From an optimization exercise on the open Yosys and OpenROAD flow, aimed at small area and a short achievable clock period; shortcuts taken in it are not production practice.
In this exercise RTL edits were held to simulation tests only and were not proved equivalent to the original.
Power and IR drop assume default switching activity.

==> flow/run.sh <==
#!/bin/bash
# synth_recipe.tcl (not shown) runs the flow's synth.tcl, then flattens the netlist and writes it again
# the make line also repeats each setting of config.mk as NAME=value (left out here)
make -C /OpenROAD-flow-scripts/flow DESIGN_CONFIG=/design/flow/config.mk WORK_HOME=/design/flow/orfs CLKGATE_MAP_FILE= SYNTH_SCRIPT=/design/flow/synth_recipe.tcl finish
==> flow/design.v <==
module uart_rx_buffer #(
  parameter int unsigned ADDR_W = 8
) (
  input  logic              clk,
  input  logic              rst,
  input  logic [7:0]        byte_in,
  input  logic              in_valid,
  output logic [7:0]        byte_out,
  input  logic              out_advance,
  output logic              out_ready,
  output logic              line_ready,
  output logic [ADDR_W:0]   fill,
  output logic              overflow,
  input  logic              overflow_clr,
  output logic [7:0]        echo_char,
  output logic              echo_valid
);
  localparam int unsigned DEPTH = 1 << ADDR_W;
  localparam int unsigned CNT_W = ADDR_W + 1;
  localparam int unsigned LO_W  = ADDR_W / 2;
  localparam int unsigned HI_W  = ADDR_W - LO_W;
  localparam int unsigned NLO   = 1 << LO_W;
  localparam int unsigned NHI   = 1 << HI_W;
  localparam int unsigned RLO_W = 3;
  localparam int unsigned RHI_W = ADDR_W - RLO_W;
  localparam int unsigned RNLO  = 1 << RLO_W;
  localparam int unsigned RNHI  = 1 << RHI_W;
  localparam logic [7:0]  CR    = 8'h0D;
  localparam logic [7:0]  LF    = 8'h0A;
  logic [7:0]        mem [DEPTH];
  logic [CNT_W-1:0]  fill_q, line_cnt_q;
  logic              adv_q, out_ready_q, line_ready_q, ovf_q;
  logic              nz_q, lnz_q;  
  logic              bo_cr_q;      
  logic              last_cr_q;    
  logic [CNT_W-1:0]  fill_p_q, fill_m_q;   
  logic [CNT_W-1:0]  line_p_q, line_m_q;   
  logic [7:0]        echo_char_q, byte_out_q;
  logic              echo_valid_q;
  logic [LO_W-1:0]   wp_lo_q;      
  logic [NHI-1:0]    wp_hi_n_q;    
  logic [NLO-1:0]    wlo_v_n_q;    
  logic [RNLO-1:0]   rd_lo_q;      
  logic [RNHI-1:0]   rn_hi_q;      
  logic [7:0]        wd_q, wd2_q;  
  logic              wv2_q;        
  logic              pop_q;
  logic [7:0]        s_q [RNLO];
  logic full, nz, lf_drop, wr_en, ovf_drop, pop, line_inc, line_dec;
  logic f_up, f_dn, l_up, l_dn;
  logic [3*CNT_W:0] f_next, l_next;
  logic [LO_W-1:0]  wp_lo_n;
  logic [7:0] s_d [RNLO];
  logic [7:0] head, byte_out_d;
  logic byp1, byp2;
  function automatic logic [CNT_W-1:0] inc(input logic [CNT_W-1:0] x);
    logic [CNT_W-1:0] t;
    t[0] = 1'b1;
    for (int i = 1; i < CNT_W; i++) t[i] = t[i-1] & x[i-1];
    inc = x ^ t;
  endfunction
  function automatic logic [CNT_W-1:0] dec(input logic [CNT_W-1:0] x);
    logic [CNT_W-1:0] t;
    t[0] = 1'b1;
    for (int i = 1; i < CNT_W; i++) t[i] = t[i-1] & !x[i-1];
    dec = x ^ t;
  endfunction
  always_comb begin
    full     = fill_q[CNT_W-1];
    nz       = nz_q;
    lf_drop  = in_valid && last_cr_q && (byte_in == LF);
    wr_en    = in_valid && !lf_drop && !full;
    ovf_drop = in_valid && !lf_drop && full;
    pop      = out_advance && !adv_q && nz;
    line_inc = wr_en && (byte_in == CR);
    line_dec = pop && bo_cr_q && lnz_q;
    f_up     = wr_en && !pop;
    f_dn     = pop && !wr_en;
    l_up     = line_inc && !line_dec;
    l_dn     = line_dec && !line_inc;
    wp_lo_n  = wp_lo_q + LO_W'(echo_valid_q);
    byp1     = echo_valid_q && (fill_q == CNT_W'(1));
    byp2     = wv2_q && (fill_q == (echo_valid_q ? CNT_W'(2) : CNT_W'(1)));
  end
  uart_rx_buffer_sel3 #(.W(3*CNT_W+1)) u_fill_sel (
    .up(f_up), .dn(f_dn),
    .a({fill_p_q, inc(fill_p_q), fill_q, 1'b1}),
    .b({fill_m_q, fill_q, dec(fill_m_q), fill_q != CNT_W'(1)}),
    .c({fill_q, fill_p_q, fill_m_q, nz_q}),
    .y(f_next)
  );
  uart_rx_buffer_sel3 #(.W(3*CNT_W+1)) u_line_sel (
    .up(l_up), .dn(l_dn),
    .a({line_p_q, inc(line_p_q), line_cnt_q, line_cnt_q != '1}),
    .b({line_m_q, line_cnt_q, dec(line_m_q), line_cnt_q != CNT_W'(1)}),
    .c({line_cnt_q, line_p_q, line_m_q, lnz_q}),
    .y(l_next)
  );
  always_ff @(posedge clk) begin
    if (rst) begin
      fill_q       <= '0;
      fill_p_q     <= CNT_W'(1);
      fill_m_q     <= '1;
      line_cnt_q   <= '0;
      line_p_q     <= CNT_W'(1);
      line_m_q     <= '1;
      adv_q        <= 1'b0;
      out_ready_q  <= 1'b0;
      line_ready_q <= 1'b0;
      nz_q         <= 1'b0;
      lnz_q        <= 1'b0;
      ovf_q        <= 1'b0;
      echo_char_q  <= 8'h00;
      last_cr_q    <= 1'b0;
      echo_valid_q <= 1'b0;
      wp_lo_q      <= '0;
      wp_hi_n_q    <= {{(NHI-1){1'b1}}, 1'b0};
      wlo_v_n_q    <= '1;
      rd_lo_q      <= RNLO'(1);
      rn_hi_q      <= RNHI'(1);
      pop_q        <= 1'b0;
    end else begin
      {fill_q, fill_p_q, fill_m_q, nz_q}         <= f_next;
      {line_cnt_q, line_p_q, line_m_q, lnz_q}    <= l_next;
      if (wr_en) begin
        echo_char_q <= byte_in;
        last_cr_q   <= (byte_in == CR);
      end
      adv_q        <= out_advance;
      out_ready_q  <= nz && !out_advance;
      line_ready_q <= lnz_q;
      if (ovf_drop)          ovf_q <= 1'b1;
      else if (overflow_clr) ovf_q <= 1'b0;
      echo_valid_q <= wr_en;
      wp_lo_q      <= wp_lo_n;
      if (echo_valid_q && wp_lo_q == LO_W'(NLO - 1))
        wp_hi_n_q <= {wp_hi_n_q[NHI-2:0], wp_hi_n_q[NHI-1]};
      for (int j = 0; j < NLO; j++)
        wlo_v_n_q[j] <= !(wr_en && (wp_lo_n == LO_W'(j)));
      pop_q        <= pop;
      if (pop) begin
        rd_lo_q <= {rd_lo_q[RNLO-2:0], rd_lo_q[RNLO-1]};
        if (rd_lo_q[RNLO-2]) rn_hi_q <= {rn_hi_q[RNHI-2:0], rn_hi_q[RNHI-1]};
      end
    end
  end
  always_ff @(posedge clk) begin
    wd_q  <= byte_in;
    wd2_q <= wd_q;
    wv2_q <= echo_valid_q;
  end
  always_ff @(posedge clk) begin
    for (int g = 0; g < NHI; g++)
      for (int j = 0; j < NLO; j++)
        if (!(wp_hi_n_q[g] || wlo_v_n_q[j])) mem[g*NLO + j] <= wd_q;
  end
  always_comb begin
    for (int j = 0; j < RNLO; j++) begin
      s_d[j] = 8'h00;
      for (int g = 0; g < RNHI; g++)
        s_d[j] = s_d[j] | (mem[g*RNLO + j] & {8{rn_hi_q[g]}});
    end
  end
  always_ff @(posedge clk) begin
    for (int j = 0; j < RNLO; j++) s_q[j] <= s_d[j];
  end
  always_comb begin
    head = 8'h00;
    for (int j = 0; j < RNLO; j++)
      head = head | (s_q[j] & {8{rd_lo_q[j]}});
  end
  always_comb begin
    if (byp1)       byte_out_d = wd_q;
    else if (byp2)  byte_out_d = wd2_q;
    else if (pop_q) byte_out_d = head;
    else            byte_out_d = byte_out_q;
  end
  always_ff @(posedge clk) begin
    if (rst) begin
      byte_out_q <= 8'h00;
      bo_cr_q    <= 1'b0;
    end else begin
      byte_out_q <= byte_out_d;
      bo_cr_q    <= (byte_out_d == CR);
    end
  end
  assign byte_out   = byte_out_q;
  assign out_ready  = out_ready_q;
  assign line_ready = line_ready_q;
  assign fill       = fill_q;
  assign overflow   = ovf_q;
  assign echo_char  = echo_char_q;
  assign echo_valid = echo_valid_q;
endmodule
module uart_rx_buffer_sel3 #(
  parameter int unsigned W = 1
) (
  input  logic         up,
  input  logic         dn,
  input  logic [W-1:0] a,
  input  logic [W-1:0] b,
  input  logic [W-1:0] c,
  output logic [W-1:0] y
);
  assign y = up ? a : (dn ? b : c);
endmodule
==> flow/config.mk <==
export PLATFORM = sky130hd
export DESIGN_NAME = uart_rx_buffer
export DESIGN_NICKNAME = uart_rx_buffer
export VERILOG_FILES = /design/flow/design.v
export SDC_FILE = /design/flow/constraint.sdc
export NUM_CORES = 4
export LEC_CHECK = 0
export CAP_MARGIN = 20
export CORE_MARGIN = 2
export CORE_UTILIZATION = 70
export CTS_CLUSTER_DIAMETER = 60
export CTS_CLUSTER_SIZE = 25
export SETUP_SLACK_MARGIN = 2.8
export SLEW_MARGIN = 20
export SYNTH_HIERARCHICAL = 1
==> flow/constraint.sdc <==
create_clock -name core_clock -period 5.0 [get_ports {clk}]
set_input_delay 1.0000 -clock core_clock [delete_from_list [all_inputs] [get_ports {clk}]]
set_output_delay 1.0000 -clock core_clock [all_outputs]
set_load 0.01 [all_outputs]
==> results of run 1 <==
[cell usage in the layout, fill, tap and decap left out, types with 53 or more instances in the layout]
master and instances:
edfxtp_1 2048, a22oi_1 778, nor2_1 264, nand2_1 163, buf_4 162, clkbuf_16 150, dfxtp_1 145, nand4_1 132
nand3_1 131, a22o_1 128, a221oi_1 111, buf_6 70, buf_12 59, mux2i_1 53
[stage by stage]
step	utilization	hold slack, ns	std cells	setup WS, ns
floorplan	-	0.404	4874	2.34
global placement	0.725	0.445	6205	1.27
detailed placement	0.726	0.454	6208	1.21
CTS	0.788	0.334	6592	2.71
global route	0.796	0.318	6636	2.64
finish	0.797	0.333	6651	2.64
[metal layers]
layer  global-route usage  part of all wire  vias up
li1                     -                 -    19900
met1                0.609              0.32    25600
met2                0.652              0.43     5183
met3                0.161              0.18     1067
met4                0.258             0.067       12
met5                    0           0.00029        -
[cell type report]
class	instances	area share
diodes	15	0.000404
clock buffers	161	0.0401
clock inverters	86	0.00995
inverters	34	0.00137
multi-input cells	2211	0.168
flip-flops and latches	2285	0.716
well taps	1524	0.0205
repair buffers	335	0.0431
[worst paths after layout]
check | startpoint | endpoint | cells after the start
worst max-delay path | rd_lo_q[7] | bo_cr_q | 6
worst min-delay path | byte_in[6] | wd_q[6] | 1
worst max register to register | rd_lo_q[7] | bo_cr_q | 6
worst min register to register | last_cr_q | last_cr_q | 2
[state kept, by name, summed over array words and instances (netlist names), 4 cells and up]
register / flops
line_p_q: 9
wp_lo_q: 4
s_q: 64
fill_m_q: 9
echo_char_q: 8
rd_lo_q: 8
line_m_q: 9
wd_q: 8
mem: 2048
byte_out_q: 8
fill_q: 9
wd2_q: 8
fill_p_q: 9
rn_hi_q: 32
wp_hi_n_q: 16
line_cnt_q: 9
wlo_v_n_q: 16
[cells by family after synthesis]
| logic type | synth area share |
|---|---|
| buf+inv | 0.0187 |
| flops | 0.804 |
| compound gates | 0.109 |
| xor+xnor | 0.000744 |
| fa+ha+maj | 0.00455 |
| mux | 0.00777 |
| simple gates | 0.0558 |
| other cells | 0.0000455 |
[timing repair]
item / in CTS / in global routing
buffers inserted: 129 / 36
gates resized for setup: 390 / 146
pin swaps: 29 / 38
setup endpoints to repair: 200 / 139
cloned: 8 / 5
[power groups by stage]
stage               clock network (µW)  registers [µW]  logic (µW)
floorplan                            0           21400         142
global placement                     0           21300         417
detailed placement                   0           21300         430
CTS                              12400           20900         469
global route                     13100           20900         535
finish                           12500           20900         509
==> flow_summary.yaml, run 1 <==
drt:
  wire_per_inst_um: 41.4
  drt.antenna.violating_nets: 0
  num_vias: 51800
  wirelength_um: 275000
  routed_via_density: 7.78
  drtIter0Drc: 9934
  drc: 0
  drt_first_pass_iters: 9
floorplanning:
  core_area_um2: 117000
  std_cell_rows: 125
  die_w_um: 347
  die_area_um2: 121000
  io-pin-count: 42
  start_util: 0.707
  die_h_um: 347
synthesis:
  netlist.area_leader.share: 0.746
  ys_types: 59
  netlist_top_cells_count: "edfxtp_1, a22oi_1, nor2_1"
  async_flop_share: 0
  synth.net_count: 4917
  avgSynthCellArea_um2: 16.9
  synthFlopType: "edfxtp_1"
  synth_area_um2: 82400
  yosysWarningCount: 13
  ys_seq_area_frac: 0.804
  synth_edf_count: 2048
  synth.area.top_cells: "edfxtp_1, a22oi_1, dfxtp_1"
  synth_most_common_cell: "edfxtp_1"
  ys_ff_latch: 2285
  netlist.top_cell.by_area: "edfxtp_1"
  synthCells: 4874
min_path:
  hold_class: "input port to flip-flop"
final_layout:
  area_delta_synth_final_pct: 12.6
  multi_input_area_um2: 15600
  layout-drive-gt1-share: 0.168
  layout.nets: 5051
  seqCellArea_um2: 66500
  finalInstanceArea_um2: 92800
  fill_cells: 6062
sta:
  drv_slew: 0
  worst_pin_slew_ns: 1.27
  hold_violations: 0
  min_period_ns: 2.36
  rsz0062_at_grt: "yes"
  clock.fmax_mhz: 424
  finClkSkew_ns: 0.0298
  finalSetupViolations: 0
  slew_headroom: 0.150
  fin_crit_sh: 0.472
  tns_ns: 0
critical_path:
  worstPathArrival_ns: 3.04
  r2r_slack_ns: 2.64
  crit_family: "compound AO/OA/AOI/OAI gates"
  required_ns: 5.68
  critPathBufInv: 0
  cp-start-kind: "flip-flop"
  slowest_stage: "dfxtp_2"
  path_cells: "a22oi_1 > nand3_1 > o22ai_1 > o21a_1 > a211o_1 > nor4_4"
  critPathKind: "flip-flop to flip-flop"
  worstPathMaxFanout: 10
  end_kind: "flip-flop"
  critPathMaxStageDelay_ns: 0.58
power:
  p_seq_frac: 0.616
  p_total_uw: 33900
  netSwitchingPower_uw: 6950
  power_frac_comb: 0.015
  swShare: 0.205
  peakVddDrop_mv: 0.433
  p_leak_uw: 0.0293
  power_density_nw_per_um2: 365
  p_clk_frac: 0.369
  internal-power_uw: 27000
clock_tree:
  clkTransAtPathRegs_ns: 0.08
  htree_levels: 4
  cts.sinks: 2285
  clock-root-buffer: "clkbuf_16"
  clockBufferDepth: 3
  cts_buffers: 141
  clkLatencyLatePin_ns: 0.80
  hold_buffers: 0
  cts_tree: "yes"
run:
  drv_cap: 0
grt:
  grt_pass1_wl_um: 374000
  antenna_found_initial: 15
  grt_pass1_vias: 48500
  grt_usage: 0.453
  grt.overflow.total: 0
  grt_max_degree: 216
status:
  status: "finished clean"
placed_design:
  portBuffers: 41
  dp_hpwl_um: 142000
  gp_congestion: 0.905
  placed_area_um2: 84600
==> inputs of run 2 (changes only) <==
--- a/flow/design.v
+++ b/flow/design.v
@@ -35,4 +35,2 @@
   logic              last_cr_q;    
-  logic [CNT_W-1:0]  fill_p_q, fill_m_q;   
-  logic [CNT_W-1:0]  line_p_q, line_m_q;   
   logic [7:0]        echo_char_q, byte_out_q;
@@ -50,3 +48,3 @@
   logic f_up, f_dn, l_up, l_dn;
-  logic [3*CNT_W:0] f_next, l_next;
+  logic [CNT_W:0] f_next, l_next;
   logic [LO_W-1:0]  wp_lo_n;
@@ -84,14 +82,14 @@
   end
-  uart_rx_buffer_sel3 #(.W(3*CNT_W+1)) u_fill_sel (
+  uart_rx_buffer_sel3 #(.W(CNT_W+1)) u_fill_sel (
     .up(f_up), .dn(f_dn),
-    .a({fill_p_q, inc(fill_p_q), fill_q, 1'b1}),
-    .b({fill_m_q, fill_q, dec(fill_m_q), fill_q != CNT_W'(1)}),
-    .c({fill_q, fill_p_q, fill_m_q, nz_q}),
+    .a({inc(fill_q), 1'b1}),
+    .b({dec(fill_q), fill_q != CNT_W'(1)}),
+    .c({fill_q, nz_q}),
     .y(f_next)
   );
-  uart_rx_buffer_sel3 #(.W(3*CNT_W+1)) u_line_sel (
+  uart_rx_buffer_sel3 #(.W(CNT_W+1)) u_line_sel (
     .up(l_up), .dn(l_dn),
-    .a({line_p_q, inc(line_p_q), line_cnt_q, line_cnt_q != '1}),
-    .b({line_m_q, line_cnt_q, dec(line_m_q), line_cnt_q != CNT_W'(1)}),
-    .c({line_cnt_q, line_p_q, line_m_q, lnz_q}),
+    .a({inc(line_cnt_q), line_cnt_q != '1}),
+    .b({dec(line_cnt_q), line_cnt_q != CNT_W'(1)}),
+    .c({line_cnt_q, lnz_q}),
     .y(l_next)
@@ -101,7 +99,3 @@
       fill_q       <= '0;
-      fill_p_q     <= CNT_W'(1);
-      fill_m_q     <= '1;
       line_cnt_q   <= '0;
-      line_p_q     <= CNT_W'(1);
-      line_m_q     <= '1;
       adv_q        <= 1'b0;
@@ -122,4 +116,4 @@
     end else begin
-      {fill_q, fill_p_q, fill_m_q, nz_q}         <= f_next;
-      {line_cnt_q, line_p_q, line_m_q, lnz_q}    <= l_next;
+      {fill_q, nz_q}      <= f_next;
+      {line_cnt_q, lnz_q} <= l_next;
       if (wr_en) begin
==> run 2 against run 1 <==
Net effect: global-route usage is 1.2 points higher; fmax grew 1.3%; combinational power decreased by 6.1%; critical path depth unchanged; non-clock buffer count fell by 44; final cell count decreased by 3.6%; sequential power hardly changed; worst setup slack better by 0.030 ns; flip-flop and latch count shrank 36; highest routed layer unchanged; wire length shrank 0.51%; clock skew grew 0.015 ns; die area decreased by 2.1%.
==> flow_summary.yaml, run 2 <==
final_layout:
  largest_register_ffs: 2048
  layout.nets: 4829
  regMostFlops: "mem"
  layout-drive-gt1-share: 0.148
  fill_cells: 6084
  mostFrequentLayoutCells: "edfxtp_1, a22oi_1, nor2_1"
  area_delta_synth_final_pct: 11.7
  top_regs: "mem: 2048 flops, s_q: 64 flops, rn_hi_q: 32 flops"
  final_common_cell: "edfxtp_1"
synthesis:
  synthFlopType: "edfxtp_1"
  netlist_top_cells_count: "edfxtp_1, a22oi_1, nor2_1"
  synthCells: 4683
  yosysWarningCount: 13
  async_flop_share: 0
  netlist.top_cell.by_area: "edfxtp_1"
  synth_edf_count: 2048
  ys_ff_latch: 2249
  avgSynthCellArea_um2: 17.2
  netlist.area_leader.share: 0.763
  ys_types: 48
  synth.area.top_cells: "edfxtp_1, a22oi_1, dfxtp_1"
  synth.net_count: 4728
  ys_seq_area_frac: 0.812
  synth_area_um2: 80600
  synth_most_common_cell: "edfxtp_1"
clock_tree:
  clockBufferDepth: 3
  clock-root-buffer: "clkbuf_16"
  htree_levels: 4
  hold_buffers: 0
  cts_buffers: 136
  cts_tree: "yes"
  clkTransAtPathRegs_ns: 0.09
  cts.sinks: 2249
  clkLatencyLatePin_ns: 0.81
grt:
  grt_pass1_wl_um: 370000
  grt_pass1_vias: 47000
  grt.overflow.total: 0
  grt_max_degree: 167
  grt_usage: 0.466
  antenna_found_initial: 12
power:
  peakVddDrop_mv: 0.490
  p_clk_frac: 0.371
  power_frac_comb: 0.014
  netSwitchingPower_uw: 6840
  p_leak_uw: 0.0281
  internal-power_uw: 26600
  swShare: 0.205
  p_seq_frac: 0.615
  power_density_nw_per_um2: 371
sta:
  hold_ws_ns: 0.390
  hold_violations: 0
  clock.fmax_mhz: 429
  worst_pin_slew_ns: 1.29
  drv_slew: 0
  finalSetupViolations: 0
  slew_headroom: 0.141
  finClkSkew_ns: 0.0452
  rsz0062_at_grt: "yes"
  min_period_ns: 2.33
  tns_ns: 0
  fin_crit_sh: 0.466
drt:
  drt.antenna.violating_nets: 0
  drt_first_pass_iters: 7
  drc: 0
  wirelength_um: 274000
  drtIter0Drc: 9704
  routed_via_density: 7.88
  num_vias: 50500
  wire_per_inst_um: 42.7
critical_path:
  worstPathMaxFanout: 10
  end_kind: "flip-flop"
  required_ns: 5.71
  r2r-start: "rd_lo_q[5]"
  worstPathArrival_ns: 3.04
  r2r_slack_ns: 2.67
  cp-start-kind: "flip-flop"
  cp-startpoint: "rd_lo_q[5]"
  critPathKind: "flip-flop to flip-flop"
floorplanning:
  die_w_um: 343
  core_area_um2: 114000
  io-pin-count: 42
  start_util: 0.705
  std_cell_rows: 124
  die_h_um: 343
  die_area_um2: 118000
placed_design:
  dp_hpwl_um: 140000
  portBuffers: 41
  gp_congestion: 0.901
status:
  status: "finished clean"
min_path:
  hp-start: "byte_in[7]"
  hold_class: "input port to flip-flop"
run:
  drv_cap: 0
run 2: worst paths after layout:
kind / endpoint / cells after the start
worst max-delay path: bo_cr_q / 6
worst min-delay path: wd_q[7] / 1
worst max register to register: bo_cr_q / 6
worst min register to register: pop_q / 1
run 2: cell families (layout without fill, tap and decap cells):
kind of cell	count (synthesis)	count (layout)	synth area share
flip-flops	2249	2249	0.812
AO/OA/AOI/OAI	1147	1147	0.109
AND/OR/NAND/NOR	863	865	0.0527
buffers and inverters	363	567	0.0175
adder cells (fa/ha/maj)	32	32	0.00496
multiplexers	20	20	0.00248
XOR/XNOR	8	8	0.000869
other	1	12	0.0000465
run 2: critical path, cell delays in order, from the launching register on:
cell and delay [ns]:
dfxtp_1 0.53, a222oi_1 0.67, and3_1 0.31, a211oi_1 0.10
o22ai_2 0.15, nand4_1 0.21, nor4_2 0.27
run 2: stage by stage:
step / power [µW] / instances / utilization / setup slack (ns) / cell area (µm²)
final: 33400 / 6412 / 0.788 / 2.67 / 90100
after global routing: 34000 / 6402 / 0.787 / 2.68 / 90000
after CTS: 33300 / 6362 / 0.782 / 2.70 / 89400
after detailed placement: 21400 / 6000 / 0.723 / 1.18 / 82700
after global placement: 21400 / 5998 / 0.723 / 1.28 / 82600
after floorplan: 21200 / 4683 / - / 2.35 / 80700
run 2: repair_timing:
action                                 CTS  global route
gates resized for setup                306            69
setup endpoints to repair              178           135
gates cloned                             2             3
setup buffers                          117            32
endpoints found under the hold margin    0             0
pin swaps                               17            28
run 2: final cells by class:
cell class,count,area [µm²],area share
Clock inverter,82,975,0.0108
Tap cell,1512,1890,0.0210
Inverter,33,124,0.00138
Multi-Input combinational cell,2073,14300,0.159
Clock buffer,161,3650,0.0406
Sequential cell,2249,65800,0.730
Timing Repair Buffer,291,3330,0.0370
Antenna cell,11,27.5,0.000306
run 2: power groups by stage:
stage                     Sequential [µW]  Clock [µW]  Combinational (µW)
final                               20600       12400                 478
after global routing                20600       12900                 506
after CTS                           20600       12300                 446
after detailed placement            21000           0                 419
after global placement              21000           0                 406
after floorplan                     21100           0                 113
run 2: metal layers:
layer  track usage  wire [µm]  vias up
met5      0.000801        146        -
met4         0.295      22100       14
met3         0.165      47800     1210
met2         0.663     118000     5156
met1         0.621      86100    24900
li1              -          -    19200

## separate check: timing with driven ports
No port has a modelled driver above. Below, the same layouts with a new extraction and two added sets of constraints.
Step 1 (the two cells are an assumption about what drives the block):
set clk [get_ports {clk}]
set_driving_cell -lib_cell sky130_fd_sc_hd__clkbuf_16 $clk
set_driving_cell -lib_cell sky130_fd_sc_hd__buf_2 [delete_from_list [all_inputs] $clk]
Step 2 times the ports against the registers' clock, not the clock port: input delays grow and output delays shrink by t, the midpoint of the rising clock arrivals with the driver on.
Slacks: ideal ports / drivers / drivers and shift; pairs: ideal ports / drivers.
| run | t, ns | slack for setup (ns) | worst data-port slew with drivers (ns) |
|---|---|---|---|
| run 1 | 0.867 | 2.639 / 2.639 / 1.932 | 0.05 |
| run 2 | 0.867 | 2.669 / 2.630 / 1.972 | 0.04 |
After both steps setup and hold are still met in every run listed. The setup slack of run 1, which loses most, moves by 0.000 ns with the drivers and by -0.707 ns with both steps.
